Background: an optimization exercise with open tools, aiming at small area. Do not read the settings as production practice.
At most, simulation tests tie the RTL to the original design; equivalence was not proved.

oak:
==> flow/design.v <==
package tsf_pkg;
	localparam int unsigned ADC_W    = 12;
	localparam int unsigned PRESS_W  = 13;
	localparam int unsigned TIME_W   = 32;
	localparam int unsigned IVAL_W   = 8;
	localparam int unsigned CFG_IDX_W  = 2;
	localparam int unsigned CFG_DATA_W = 13;
	localparam logic [ADC_W-1:0] FULL_SCALE = 12'd4095;
	localparam logic [CFG_IDX_W-1:0] REG_ORIENTATION  = 2'd0;
	localparam logic [CFG_IDX_W-1:0] REG_PRESS_THRESH = 2'd1;
	localparam logic [CFG_IDX_W-1:0] REG_MIN_INTERVAL = 2'd2;
	typedef enum logic [1:0] {
		ORIENT_SWAP_INV_X = 2'd0,
		ORIENT_IDENTITY   = 2'd1,
		ORIENT_SWAP_INV_Y = 2'd2,
		ORIENT_INV_BOTH   = 2'd3
	} orient_t;
	localparam orient_t            RST_ORIENTATION  = ORIENT_IDENTITY;
	localparam logic [PRESS_W-1:0] RST_PRESS_THRESH = 13'd400;
	localparam logic [IVAL_W-1:0]  RST_MIN_INTERVAL = 8'd3;
	localparam logic [TIME_W-1:0]  RST_LAST_GOOD    = 32'h8000_0000;
	typedef struct packed {
		logic [ADC_W-1:0] first;
		logic [ADC_W-1:0] second;
		logic [ADC_W-1:0] third;
	} axis_set_t;
endpackage
module tsf_add #(parameter int W = 12) (
	input  logic [W-1:0] x,
	input  logic [W-1:0] y,
	output logic [W:0]   s
);
	logic [W:0] c;
	assign c[0] = 1'b0;
	for (genvar i = 0; i < W; i++) begin : g_bit
		assign s[i]   = x[i] ^ y[i] ^ c[i];
		assign c[i+1] = (x[i] & y[i]) | ((x[i] ^ y[i]) & c[i]);
	end
	assign s[W] = c[W];
endmodule
module tsf_cmp #(parameter int W = 12) (
	input  logic [W-1:0] x,
	input  logic [W-1:0] y,
	input  logic         cin,
	output logic         ge
);
	logic [W:0] c;
	assign c[0] = cin;
	for (genvar i = 0; i < W; i++) begin : g_bit
		assign c[i+1] = (x[i] & ~y[i]) | (~(x[i] ^ y[i]) & c[i]);
	end
	assign ge = c[W];
endmodule
module tsf_pair_lane
(
	input  tsf_pkg::axis_set_t        readings,
	output logic [tsf_pkg::ADC_W-1:0] mean
);
	logic [11:0] a, b, c;
	logic [12:0] s_ab, s_ac, s_bc;
	logic        g_ab, g_ac, g_bc;
	logic        med_a, med_b;
	logic        k_a, k_b, k_c;
	logic        sel_ab, sel_ac;
	assign a = readings.first;
	assign b = readings.second;
	assign c = readings.third;
	tsf_add u_s_ab (.x(a), .y(b), .s(s_ab));
	tsf_add u_s_ac (.x(a), .y(c), .s(s_ac));
	tsf_add u_s_bc (.x(b), .y(c), .s(s_bc));
	tsf_cmp u_g_ab (.x(a), .y(b), .cin(1'b0), .ge(g_ab));
	tsf_cmp u_g_ac (.x(a), .y(c), .cin(1'b0), .ge(g_ac));
	tsf_cmp u_g_bc (.x(b), .y(c), .cin(1'b0), .ge(g_bc));
	assign med_a = g_ab ^ g_ac;
	assign med_b = !g_ab ^ g_bc;
	tsf_cmp u_k_a (.x(s_bc[12:1]), .y(a), .cin(g_ab | s_bc[0]), .ge(k_a));
	tsf_cmp u_k_b (.x(s_ac[12:1]), .y(b), .cin(!g_ab | s_ac[0]), .ge(k_b));
	tsf_cmp u_k_c (.x(s_ab[12:1]), .y(c), .cin(!g_ac | s_ab[0]), .ge(k_c));
	always_comb begin
		if (med_a) begin
			sel_ab = k_a ^ !g_ab;
			sel_ac = !sel_ab;
		end else if (med_b) begin
			sel_ab = k_b ^ g_ab;
			sel_ac = 1'b0;
		end else begin
			sel_ab = 1'b0;
			sel_ac = k_c ^ g_ac;
		end
	end
	assign mean = sel_ab ? s_ab[12:1] : sel_ac ? s_ac[12:1] : s_bc[12:1];
endmodule
module tsf_rotate
(
	input  logic [1:0]       orient,
	input  logic [tsf_pkg::ADC_W-1:0] mean_x,
	input  logic [tsf_pkg::ADC_W-1:0] mean_y,
	output logic [tsf_pkg::ADC_W-1:0] rot_x,
	output logic [tsf_pkg::ADC_W-1:0] rot_y
);
	always_comb begin
		unique case (orient)
			tsf_pkg::ORIENT_SWAP_INV_X: begin
				rot_x = tsf_pkg::FULL_SCALE - mean_y;
				rot_y = mean_x;
			end
			tsf_pkg::ORIENT_IDENTITY: begin
				rot_x = mean_x;
				rot_y = mean_y;
			end
			tsf_pkg::ORIENT_SWAP_INV_Y: begin
				rot_x = mean_y;
				rot_y = tsf_pkg::FULL_SCALE - mean_x;
			end
			default: begin
				rot_x = tsf_pkg::FULL_SCALE - mean_x;
				rot_y = tsf_pkg::FULL_SCALE - mean_y;
			end
		endcase
	end
endmodule
module touch_sample_filter
(
	input  logic                  clk,
	input  logic                  arst_n,
	input  logic                  cfg_we,
	input  logic [tsf_pkg::CFG_IDX_W-1:0]  cfg_index,
	input  logic [tsf_pkg::CFG_DATA_W-1:0] cfg_wdata,
	input  logic                  in_valid,
	output logic                  in_ready,
	input  logic [tsf_pkg::TIME_W-1:0]     now_ms,
	input  logic [tsf_pkg::ADC_W-1:0]      press_a,
	input  logic [tsf_pkg::ADC_W-1:0]      press_b,
	input  logic [tsf_pkg::ADC_W-1:0]      x_first,
	input  logic [tsf_pkg::ADC_W-1:0]      x_second,
	input  logic [tsf_pkg::ADC_W-1:0]      x_third,
	input  logic [tsf_pkg::ADC_W-1:0]      y_first,
	input  logic [tsf_pkg::ADC_W-1:0]      y_second,
	input  logic [tsf_pkg::ADC_W-1:0]      y_third,
	output logic                  out_valid,
	input  logic                  out_ready,
	output logic                  sampled,
	output logic                  touched,
	output logic [tsf_pkg::ADC_W-1:0]      pos_x,
	output logic [tsf_pkg::ADC_W-1:0]      pos_y,
	output logic [tsf_pkg::PRESS_W-1:0]    pressure
);
	logic [1:0]                    orient_q;
	logic [tsf_pkg::PRESS_W-1:0]   thresh_q;
	logic [tsf_pkg::IVAL_W-1:0]    min_ival_q;
	logic [tsf_pkg::TIME_W-1:0]    last_good_q;
	logic [tsf_pkg::PRESS_W-1:0]   held_press_q;
	logic [tsf_pkg::ADC_W-1:0]     held_x_q;
	logic [tsf_pkg::ADC_W-1:0]     held_y_q;
	logic                          out_valid_q;
	logic                          sampled_q;
	logic                          touched_q;
	logic                          in_fire;
	logic                          pass;
	logic [tsf_pkg::PRESS_W-1:0]   z_val;
	logic                          light;
	logic [tsf_pkg::ADC_W-1:0]     mean_x;
	logic [tsf_pkg::ADC_W-1:0]     mean_y;
	logic [tsf_pkg::ADC_W-1:0]     rot_x;
	logic [tsf_pkg::ADC_W-1:0]     rot_y;
	always_ff @(posedge clk or negedge arst_n) begin
		if (!arst_n) begin
			orient_q   <= tsf_pkg::RST_ORIENTATION;
			thresh_q   <= tsf_pkg::RST_PRESS_THRESH;
			min_ival_q <= tsf_pkg::RST_MIN_INTERVAL;
		end else if (cfg_we) begin
			unique case (cfg_index)
				tsf_pkg::REG_ORIENTATION:  orient_q   <= cfg_wdata[1:0];
				tsf_pkg::REG_PRESS_THRESH: thresh_q   <= cfg_wdata[tsf_pkg::PRESS_W-1:0];
				tsf_pkg::REG_MIN_INTERVAL: min_ival_q <= cfg_wdata[tsf_pkg::IVAL_W-1:0];
				default: ;
			endcase
		end
	end
	assign in_ready = !out_valid_q || out_ready;
	assign in_fire  = in_valid && in_ready;
	localparam int unsigned LO = tsf_pkg::IVAL_W;
	localparam int unsigned HI = tsf_pkg::TIME_W;
	logic [LO:0]     el_b;
	logic [LO-1:0]   el_lo;
	logic [HI-1:LO]  el_zbit;
	logic            el_hi_zero;
	logic            el_lo_ge;
	assign el_b[0] = 1'b0;
	for (genvar i = 0; i < LO; i++) begin : g_el_lo
		assign el_lo[i]  = now_ms[i] ^ last_good_q[i] ^ el_b[i];
		assign el_b[i+1] = (~now_ms[i] & last_good_q[i]) | (~(now_ms[i] ^ last_good_q[i]) & el_b[i]);
	end
	assign el_zbit[LO] = ~(now_ms[LO] ^ last_good_q[LO] ^ el_b[LO]);
	for (genvar i = LO + 1; i < HI; i++) begin : g_el_hi
		assign el_zbit[i] = (now_ms[i] ^ last_good_q[i]) ^ (now_ms[i-1] | ~last_good_q[i-1]);
	end
	assign el_hi_zero = &el_zbit;
	tsf_cmp #(LO) u_ival (.x(el_lo), .y(min_ival_q), .cin(1'b1), .ge(el_lo_ge));
	assign pass = !el_hi_zero || el_lo_ge;
	logic [tsf_pkg::PRESS_W-1:0]   cmp_press;
	logic                          press_ge;
	tsf_add u_z (.x(press_a), .y(~press_b), .s(z_val));
	assign cmp_press = pass ? z_val : held_press_q;
	tsf_cmp #(tsf_pkg::PRESS_W) u_thresh (.x(cmp_press), .y(thresh_q), .cin(1'b1), .ge(press_ge));
	assign light = !press_ge;
	tsf_pair_lane u_lane_x (
		.readings ({x_first, x_second, x_third}),
		.mean     (mean_x)
	);
	tsf_pair_lane u_lane_y (
		.readings ({y_first, y_second, y_third}),
		.mean     (mean_y)
	);
	tsf_rotate u_rotate (
		.orient (orient_q),
		.mean_x (mean_x),
		.mean_y (mean_y),
		.rot_x  (rot_x),
		.rot_y  (rot_y)
	);
	always_ff @(posedge clk or negedge arst_n) begin
		if (!arst_n) begin
			held_press_q <= '0;
		end else if (in_fire && pass) begin
			held_press_q <= light ? '0 : z_val;
		end
	end
	always_ff @(posedge clk or negedge arst_n) begin
		if (!arst_n) begin
			last_good_q <= tsf_pkg::RST_LAST_GOOD;
			held_x_q    <= '0;
			held_y_q    <= '0;
		end else if (in_fire && pass && !light) begin
			last_good_q <= now_ms;
			held_x_q    <= rot_x;
			held_y_q    <= rot_y;
		end
	end
	always_ff @(posedge clk or negedge arst_n) begin
		if (!arst_n) begin
			out_valid_q <= 1'b0;
		end else if (in_fire) begin
			out_valid_q <= 1'b1;
		end else if (out_ready) begin
			out_valid_q <= 1'b0;
		end
	end
	always_ff @(posedge clk) begin
		if (in_fire) begin
			sampled_q <= pass;
			touched_q <= press_ge;
		end
	end
	assign out_valid = out_valid_q;
	assign sampled   = sampled_q;
	assign touched   = touched_q;
	assign pos_x     = held_x_q;
	assign pos_y     = held_y_q;
	assign pressure  = held_press_q;
endmodule
clock: 12.0 ns
lec_check: 0
cap_margin: 20
core_margin: 2
core_utilization: 40
slew_margin: 20
standard.sh (not shown) runs the stock make flow with config.mk's settings and CLKGATE_MAP_FILE= SYNTH_SCRIPT=/design/flow/synth_recipe.tcl, a recipe that flattens the netlist after the stock synthesis.
==> flow/flow/run.sh <==
#!/bin/bash
# Standard layout (standard.sh), with these changes:
#  - synthesis maps the combinational logic with an area-oriented ABC script
#    and extracts full adders only inside the adder module
#    (flow/synth_recipe_area.tcl); registers are inferred exactly as in the
#    standard synthesis;
#  - the port buffers use the smallest buffer cell;
#  - clock tree: small clock buffers, small sink clusters, no dummy loads.
set -euo pipefail
W=$PWD
export MY_ABC_SCRIPT=$W/flow/abc_area.script
export BUFFER_PORTS_ARGS="-buffer_cell sky130_fd_sc_hd__buf_1"
export CTS_ARGS="-sink_clustering_enable -repair_clock_nets -dont_use_dummy_load -buf_list {sky130_fd_sc_hd__clkbuf_4 sky130_fd_sc_hd__clkbuf_8} -sink_clustering_size 10"
sed "s#SYNTH_SCRIPT=[^ ]*synth_recipe.tcl#SYNTH_SCRIPT=$W/flow/synth_recipe_area.tcl#" standard.sh > my_standard.sh
grep -q "synth_recipe_area.tcl" my_standard.sh
bash my_standard.sh > standard.log 2>&1
==> flow/flow/abc_area.script <==
strash
dc2
&get -n
&st
&dch
&nf -R 1000
&put
topo
==> flow/flow/synth_recipe_area.tcl <==
# The standard flow's synthesis script (synth_recipe.tcl) with changes to the
# combinational mapping only: full/half adders are extracted only inside the
# tsf_add adder module (kept as its own module until the final flatten), and
# ABC uses an area-oriented script. Registers are inferred and mapped exactly
# as in the standard synthesis.
set ::my_first_synth 1
proc synth {args} {
  if { $::my_first_synth } {
    set ::my_first_synth 0
    yosys setattr -mod -set keep_hierarchy 1 tsf_add
  }
  yosys synth -nofsm -noshare {*}$args
}
proc extract_fa {args} { yosys extract_fa {*}$args tsf_add }
proc abc {args} {
  set i [lsearch -exact $args -script]
  if { $i >= 0 } { lset args [expr {$i + 1}] $::env(MY_ABC_SCRIPT) }
  yosys abc {*}$args
}
source $::env(SCRIPTS_DIR)/synth.tcl
# left out here: clear keep_hierarchy, flatten, clean up, hide names made inside functions, write 1_2_yosys.v
Input-level comparison between cedar and oak:
diff --git a/flow/design.v b/flow/design.v
--- a/flow/design.v
+++ b/flow/design.v
@@ -57,38 +57,29 @@
 	output logic [tsf_pkg::ADC_W-1:0] mean
 );
 	logic [11:0] a, b, c;
 	logic [12:0] s_ab, s_ac, s_bc;
-	logic        g_ab, g_ac, g_bc;
-	logic        med_a, med_b;
-	logic        k_a, k_b, k_c;
-	logic        sel_ab, sel_ac;
+	logic        lt_a, lt_b, lt_c, gt_a, gt_b, gt_c;
+	logic        n_a, n_b, n_c, twos, sel_ab, sel_ac;
 	assign a = readings.first;
 	assign b = readings.second;
 	assign c = readings.third;
 	tsf_add u_s_ab (.x(a), .y(b), .s(s_ab));
 	tsf_add u_s_ac (.x(a), .y(c), .s(s_ac));
 	tsf_add u_s_bc (.x(b), .y(c), .s(s_bc));
-	tsf_cmp u_g_ab (.x(a), .y(b), .cin(1'b0), .ge(g_ab));
-	tsf_cmp u_g_ac (.x(a), .y(c), .cin(1'b0), .ge(g_ac));
-	tsf_cmp u_g_bc (.x(b), .y(c), .cin(1'b0), .ge(g_bc));
-	assign med_a = g_ab ^ g_ac;
-	assign med_b = !g_ab ^ g_bc;
-	tsf_cmp u_k_a (.x(s_bc[12:1]), .y(a), .cin(g_ab | s_bc[0]), .ge(k_a));
-	tsf_cmp u_k_b (.x(s_ac[12:1]), .y(b), .cin(!g_ab | s_ac[0]), .ge(k_b));
-	tsf_cmp u_k_c (.x(s_ab[12:1]), .y(c), .cin(!g_ac | s_ab[0]), .ge(k_c));
-	always_comb begin
-		if (med_a) begin
-			sel_ab = k_a ^ !g_ab;
-			sel_ac = !sel_ab;
-		end else if (med_b) begin
-			sel_ab = k_b ^ g_ab;
-			sel_ac = 1'b0;
-		end else begin
-			sel_ab = 1'b0;
-			sel_ac = k_c ^ g_ac;
-		end
-	end
+	tsf_cmp u_gt_a (.x(a), .y(s_bc[12:1]), .cin(1'b0), .ge(gt_a));
+	tsf_cmp u_lt_a (.x(s_bc[12:1]), .y(a), .cin(s_bc[0]), .ge(lt_a));
+	tsf_cmp u_gt_b (.x(b), .y(s_ac[12:1]), .cin(1'b0), .ge(gt_b));
+	tsf_cmp u_lt_b (.x(s_ac[12:1]), .y(b), .cin(s_ac[0]), .ge(lt_b));
+	tsf_cmp u_gt_c (.x(c), .y(s_ab[12:1]), .cin(1'b0), .ge(gt_c));
+	tsf_cmp u_lt_c (.x(s_ab[12:1]), .y(c), .cin(s_ab[0]), .ge(lt_c));
+	assign n_a  = !lt_a && !gt_a;
+	assign n_b  = !lt_b && !gt_b;
+	assign n_c  = !lt_c && !gt_c;
+	assign twos = (lt_a && lt_b) || (lt_a && lt_c) || (lt_b && lt_c) ||
+	              (gt_a && gt_b) || (gt_a && gt_c) || (gt_b && gt_c);
+	assign sel_ab = (lt_a && lt_b) || (gt_a && gt_b) || (!twos && (n_a || n_b));
+	assign sel_ac = (lt_a && lt_c) || (gt_a && gt_c) || (!twos && n_c);
 	assign mean = sel_ab ? s_ab[12:1] : sel_ac ? s_ac[12:1] : s_bc[12:1];
 endmodule
 module tsf_rotate
 (
On global routing usage on met2, cedar and oak are neck and neck. [diff] register-to-register slack, cedar relative to oak: improvement. Wire length delta (cedar − oak): favourable. Of cedar and oak, the run reporting the higher xor/xnor cell area share of the yosys netlist was cedar. When the final numbers for cedar and oak were put side by side, the adder-cell share of the synthesized area turned out to be greater in oak. Between cedar and oak, mux cell area share after synthesis is higher for cedar, oak comes in under that. Between oak and cedar, the buffering stage count on the worst path with inverters included does not differ in any meaningful way. Higher non-clock buffer total of the final layout among cedar and oak: oak.
For oak, only the layout was checked, not whether the RTL still works.

[afterwards: timing with drivers on the ports]
Ports are ideal in the flow. The routed layouts listed here were re-timed in OpenROAD.
Step 1 sets driving cells, clkbuf_16 on the clock port and buf_2 on the other inputs (assumed; they add their load-dependent delay and slew).
Step 2 also shifts input and output timing later by t, the mid clock arrival at the registers, as if the neighbouring blocks saw the same clock.
Slacks: no drivers / after step 1 / after step 2; pairs: no drivers / after step 1.
run | shift t [ns] | setup WS [ns] | slew at the worst register clock pin (ns) | pins driven straight from the clock port
oak | 0.396 | 2.753 / 2.729 / 2.333 | 0.09 / 0.09 | 1
cedar | 0.393 | 1.972 / 1.989 / 1.596 | 0.09 / 0.09 | 1
After both steps every run listed still meets setup and hold. The setup slack of oak, which loses most, moves by -0.024 ns with the drivers and by -0.420 ns with both steps.
